This design comes from an exercise in tuning for small area on the open sky130 flow, not from production work. Only simulation tests tie the RTL to the original design; equivalence was not proved. Power figures rest on the tool's default switching activity, not on a simulated workload.

## random_map_writer
module random_map_writer (
    input  logic        clk,
    input  logic        rst,
    input  logic        start,
    input  logic [15:0] seed,
    input  logic [4:0]  density,
    input  logic [4:0]  rd_x,
    input  logic [4:0]  rd_y,
    output logic        rd_occ,
    output logic        busy,
    output logic        done,
    output logic [9:0]  occ_count
);
    logic [9:0]  idx;
    logic [15:0] lfsr;
    logic [4:0]  dcur, dprev;
    logic        start_accept, cell_bit, row_start, seed_zero;
    logic [15:0] cp0;
    logic [15:0] cp1;
    logic [15:0] cp2;
    logic [15:0] pend;   
    assign start_accept = !busy && !done && start;
    assign cell_bit     = dcur[4] || (lfsr[3:0] < dcur[3:0]);
    assign row_start    = (idx[7:0] == '0);
    assign seed_zero    = (seed == 16'h0000);
    always_ff @(posedge clk) begin
        if (rst) begin
            busy      <= 1'b0;
            done      <= 1'b0;
  ...
export LEC_CHECK = 0
export CAP_MARGIN = 20
export CORE_MARGIN = 2
export CORE_UTILIZATION = 65
export CTS_BUF_LIST = sky130_fd_sc_hd__clkbuf_8
export GPL_TIMING_DRIVEN = 0
export SLEW_MARGIN = 20
create_clock -name core_clock -period 5.0 [get_ports {clk}]
standard.sh (not shown) runs the stock make flow with config.mk's settings and CLKGATE_MAP_FILE= SYNTH_SCRIPT=/design/flow/synth_recipe.tcl, a recipe that flattens the netlist after the stock synthesis.
==> flow/flow/run.sh <==
#!/bin/bash
# The standard layout with two changes:
#  - every port still gets its own buffer, but a plain buf_1 instead of the
#    delay buffer that buffer_ports picks by default;
#  - synthesis maps the logic with flow/abc_map.script (an area-oriented ABC
#    script) in place of ORFS's abc_speed.script. Everything else in the ORFS
#    scripts is used unchanged, from a copy made here.
set -euo pipefail
export BUFFER_PORTS_ARGS="-buffer_cell sky130_fd_sc_hd__buf_1"
rm -rf scripts_local
cp -r "$FLOW_HOME/scripts" scripts_local
cp flow/abc_map.script scripts_local/abc_speed.script
export SCRIPTS_DIR="$PWD/scripts_local"
bash standard.sh > standard.log 2>&1
==> flow/flow/abc_map.script <==
strash
dc2
&get -n
&dch -f
&nf
&put
topo
stime -c
dnsize -c
The baseline ran to the end with no violations.
Then changed:
==> flow/flow/run.sh (replaced) <==
#!/bin/bash
# The standard layout, with one change: every port still gets its own
# buffer, but a plain buf_1 instead of the delay buffer that buffer_ports
# picks by default (that cell adds about 0.5 ns to each input and output path).
set -euo pipefail
export BUFFER_PORTS_ARGS="-buffer_cell sky130_fd_sc_hd__buf_1"
bash standard.sh > standard.log 2>&1
CORE_UTILIZATION = 40   (was 65)
removed: flow/flow/abc_map.script
What happened: Sequential share of layout area is lower by 5.2 points; utilization is lower by 29 points; non-clock buffer count is higher by 44; hold slack got worse by 0.055 ns; count of clock-buffer cells in the layout is lower by 5; combinational power is higher by a few percent; final area is higher by about a fifth; maximum frequency is higher by a few percent.
Then changed:
==> flow/flow/run.sh (replaced) <==
#!/bin/bash
# The standard layout with two changes:
#  - every port still gets its own buffer, but a plain buf_1 instead of the
#    delay buffer that buffer_ports picks by default;
#  - synthesis maps the logic with flow/abc_map.script (an area-oriented ABC
#    script) in place of ORFS's abc_speed.script. Everything else in the ORFS
#    scripts is used unchanged, from a copy made here.
set -euo pipefail
export BUFFER_PORTS_ARGS="-buffer_cell sky130_fd_sc_hd__buf_1"
rm -rf scripts_local
cp -r "$FLOW_HOME/scripts" scripts_local
cp flow/abc_map.script scripts_local/abc_speed.script
export SCRIPTS_DIR="$PWD/scripts_local"
bash standard.sh > standard.log 2>&1
==> flow/flow/abc_map.script (new file) <==
strash
dc2
dc2
&get -n
&dch -f
&nf -R 1000
&put
topo
stime -c
dnsize -c
CORE_UTILIZATION = 55   (was 40)
What happened:
- The new run ran to the end with no violations
- synthesized cell count fell by 4.8%
- utilization rose by 18 points
- wire length fell by 22%
- sequential power rose by about 8%
Then changed:
==> flow/flow/abc_map.script (replaced) <==
strash
dc2
&get -n
&dch -f
&nf -R 1000
&put
topo
stime -c
dnsize -c
CORE_UTILIZATION = 40   (was 55)
Outcome:
- The new run ran to the end with no violations
- fmax is higher slightly
- wire length barely changes
- cell area came out higher by a few percent
- sequential power is about the same
- core utilization drops by 17 points
- hold slack degrades by 0.0045 ns
- flip-flop and latch count is unchanged

Another version of the RTL of random_map_writer (not shown whole).
Size: roughly 1,100 cells after synthesis, ~180 flip-flops.
## random_map_writer
module random_map_writer (
    input  logic        clk,
    input  logic        rst,
    input  logic        start,
    input  logic [15:0] seed,
    input  logic [4:0]  density,
    input  logic [4:0]  rd_x,
    input  logic [4:0]  rd_y,
    output logic        rd_occ,
    output logic        busy,
    output logic        done,
    output logic [9:0]  occ_count
);
Settings: LEC_CHECK=0, CAP_MARGIN=20, CORE_MARGIN=2, CORE_UTILIZATION=40, CTS_BUF_LIST=sky130_fd_sc_hd__clkbuf_8, CTS_CLUSTER_DIAMETER=60, CTS_CLUSTER_SIZE=20, GPL_TIMING_DRIVEN=0, SLEW_MARGIN=20; clock period 5.0 ns.
==> flow/flow/run.sh <==
#!/bin/bash
# The standard layout, with one change: every port still gets its own
# buffer, but a plain buf_2 instead of the delay buffer that buffer_ports
# picks by default (that cell adds about 0.5 ns to each input and output path).
set -euo pipefail
export BUFFER_PORTS_ARGS="-buffer_cell sky130_fd_sc_hd__buf_2"
bash standard.sh > standard.log 2>&1
Next try:
- CTS_BUF_LIST: sky130_fd_sc_hd__clkbuf_8 -> sky130_fd_sc_hd__clkbuf_8 sky130_fd_sc_hd__clkbuf_16
- CTS_CLUSTER_DIAMETER: 60 -> default
- CTS_CLUSTER_SIZE: 20 -> default
Count of clock-buffer cells in the layout does not change.
Wire length came out higher by about 1.4%.
Worst hold slack gets worse by 8.9 ps.
Next try:
- CTS_BUF_LIST: sky130_fd_sc_hd__clkbuf_8 sky130_fd_sc_hd__clkbuf_16 -> sky130_fd_sc_hd__clkbuf_4 sky130_fd_sc_hd__clkbuf_8
- CTS_CLUSTER_DIAMETER: default -> 100
- CTS_CLUSTER_SIZE: default -> 30
=> The changed run passed the timing, DRC and antenna checks. Power drops by a few percent. Flip-flop and latch count stays the same. Sequential share of layout area rises by 0.77 points.

v6:
Another version of the RTL of random_map_writer (not shown whole).
Size in the first run: roughly 1300 cells after synthesis, about 47 I/O pins, ~12000 sq um of cells after synthesis.
clock: 5.0 ns
lec_check: 0
cap_margin: 20
core_margin: 2
core_utilization: 40
gpl_timing_driven: 0
slew_margin: 20
==> flow/flow/run.sh <==
#!/bin/bash
set -euo pipefail
export RECOVER_POWER=100
bash standard.sh > standard.log 2>&1
[inputs] v7 vs v6
Settings: CORE_UTILIZATION now 50, was 40.
==> flow/run.sh (new file) <==
#!/bin/bash
# synth_recipe.tcl (not shown) runs the flow's synth.tcl, then flattens the netlist and writes it again
# the make line also repeats each setting of config.mk as NAME=value (left out here)
make -C /OpenROAD-flow-scripts/flow DESIGN_CONFIG=/design/flow/config.mk WORK_HOME=/design/flow/orfs CLKGATE_MAP_FILE= SYNTH_SCRIPT=/design/flow/synth_recipe.tcl finish
removed: flow/flow/run.sh
removed: flow/standard.sh
==> run notes <==
Worst reg-to-reg path cell count: v6 and v7 compared, lower one is v7. Compared to v6, v7 has worst slack after detailed placement 130 ps higher. v7 has effective utilization at floorplan above what v6 had. Critical path depth (v7 over v6): decrease, 1. v6 has a higher power density relative to cell area than v7. STATUS total power: v7 wins against v6.

random_map_writer with an RTL version that a note above also has.
For scale: ~1100 cells after synthesis.
Design random_map_writer, start of the top module:
module random_map_writer (
    input  logic        clk,
    input  logic        rst,
    input  logic        start,
    input  logic [15:0] seed,
    input  logic [4:0]  density,
    input  logic [4:0]  rd_x,
    input  logic [4:0]  rd_y,
    output logic        rd_occ,
    output logic        busy,
    output logic        done,
    output logic [9:0]  occ_count
);
Settings: LEC_CHECK=0, CAP_MARGIN=20, CORE_MARGIN=2, CORE_UTILIZATION=40, CTS_BUF_LIST=sky130_fd_sc_hd__clkbuf_8, GPL_TIMING_DRIVEN=0, PLACE_DENSITY=0.9, SLEW_MARGIN=20; clock period 5.0 ns.
==> flow/flow/run.sh <==
#!/bin/bash
# The standard layout, with one change: every port still gets its own
# buffer, but a plain buf_2 instead of the delay buffer that buffer_ports
# picks by default (that cell adds about 0.5 ns to each input and output path).
set -euo pipefail
export BUFFER_PORTS_ARGS="-buffer_cell sky130_fd_sc_hd__buf_2"
bash standard.sh > standard.log 2>&1
Edit:
--- a/flow/config.mk
+++ b/flow/config.mk
@@ -11,4 +11,4 @@
 export CTS_BUF_LIST = sky130_fd_sc_hd__clkbuf_8
 export GPL_TIMING_DRIVEN = 0
-export PLACE_DENSITY = 0.9
+export PLACE_DENSITY = 0.8
 export SLEW_MARGIN = 20
Sequential cell count is unchanged.
Cell area grows slightly.
Maximum frequency went up slightly.
Combinational power fell slightly.
Via count drops by a few percent.
Wire length goes down slightly.
Global-route usage climbs by 0.28 points.
Edit:
--- a/flow/config.mk
+++ b/flow/config.mk
@@ -9,6 +9,4 @@
 export CORE_MARGIN = 2
 export CORE_UTILIZATION = 40
-export CTS_BUF_LIST = sky130_fd_sc_hd__clkbuf_8
 export GPL_TIMING_DRIVEN = 0
-export PLACE_DENSITY = 0.8
 export SLEW_MARGIN = 20
Power increases by 5.6%.
Wire length came out higher by 2.0%.
Cell area grows by 2.2%.
Fmax rises by 0.86%.
Edit:
--- a/flow/config.mk
+++ b/flow/config.mk
@@ -9,4 +9,9 @@
 export CORE_MARGIN = 2
 export CORE_UTILIZATION = 40
+export CTS_BUF_LIST = sky130_fd_sc_hd__clkbuf_4 sky130_fd_sc_hd__clkbuf_8
+export CTS_CLUSTER_DIAMETER = 120
+export CTS_CLUSTER_SIZE = 40
 export GPL_TIMING_DRIVEN = 0
 export SLEW_MARGIN = 20
+export SYNTH_HIERARCHICAL = 1
+export SYNTH_MINIMUM_KEEP_SIZE = 0
=> The new run ran to the end with no violations. Total power goes down by 5.9%. Worst setup slack loses 0.067 ns. Final area came out lower by 2.1%. Die area does not change. Synthesized cell count is unchanged. Global-route usage fell by 0.15 points.

[static timing again, ports no longer ideal]
How much do the figures lean on ideal ports? The routed layouts below were timed once more, with nothing changed but the port constraints. Step 1 assumes that a clkbuf_16 drives the clock port and a buf_2 every other input. Step 2 also shifts input and output timing later by t, the mid clock arrival at the registers, as if the neighbouring blocks saw the same clock. a / b / c = ideal ports / drivers / drivers and shift; a / b = the first two.
run	t (ns)	setup WS [ns]	worst slew at a driven data input, ns
the first run of note 1	0.478	0.216 / 0.226 / -0.253	0.04
the second run of note 1	0.481	0.413 / 0.376 / 0.633	0.04
the third run of note 1	0.497	0.309 / 0.320 / -0.178	0.04
the fourth run of note 1	0.473	0.356 / 0.318 / 0.030	0.04
the first run of note 2	0.502	0.112 / 0.066 / -0.269	0.05
the second run of note 2	0.483	0.178 / 0.128 / -0.257	0.05
the third run of note 2	0.502	0.112 / 0.066 / -0.269	0.05
v6	0.472	0.169 / 0.129 / -0.277	0.05
v7	0.458	0.091 / 0.114 / -0.344	0.07
the first run of note 4	0.506	0.102 / 0.060 / -0.317	0.06
the second run of note 4	0.516	0.137 / 0.094 / -0.326	0.05
the third run of note 4	0.483	0.178 / 0.128 / -0.257	0.05
the fourth run of note 4	0.502	0.112 / 0.066 / -0.269	0.05
Met with ideal ports but missed after step 2: setup timing in 11 of these runs. For the third run of note 1, which loses most, drivers alone change the setup slack by +0.011 ns; drivers and shift together by -0.487 ns.
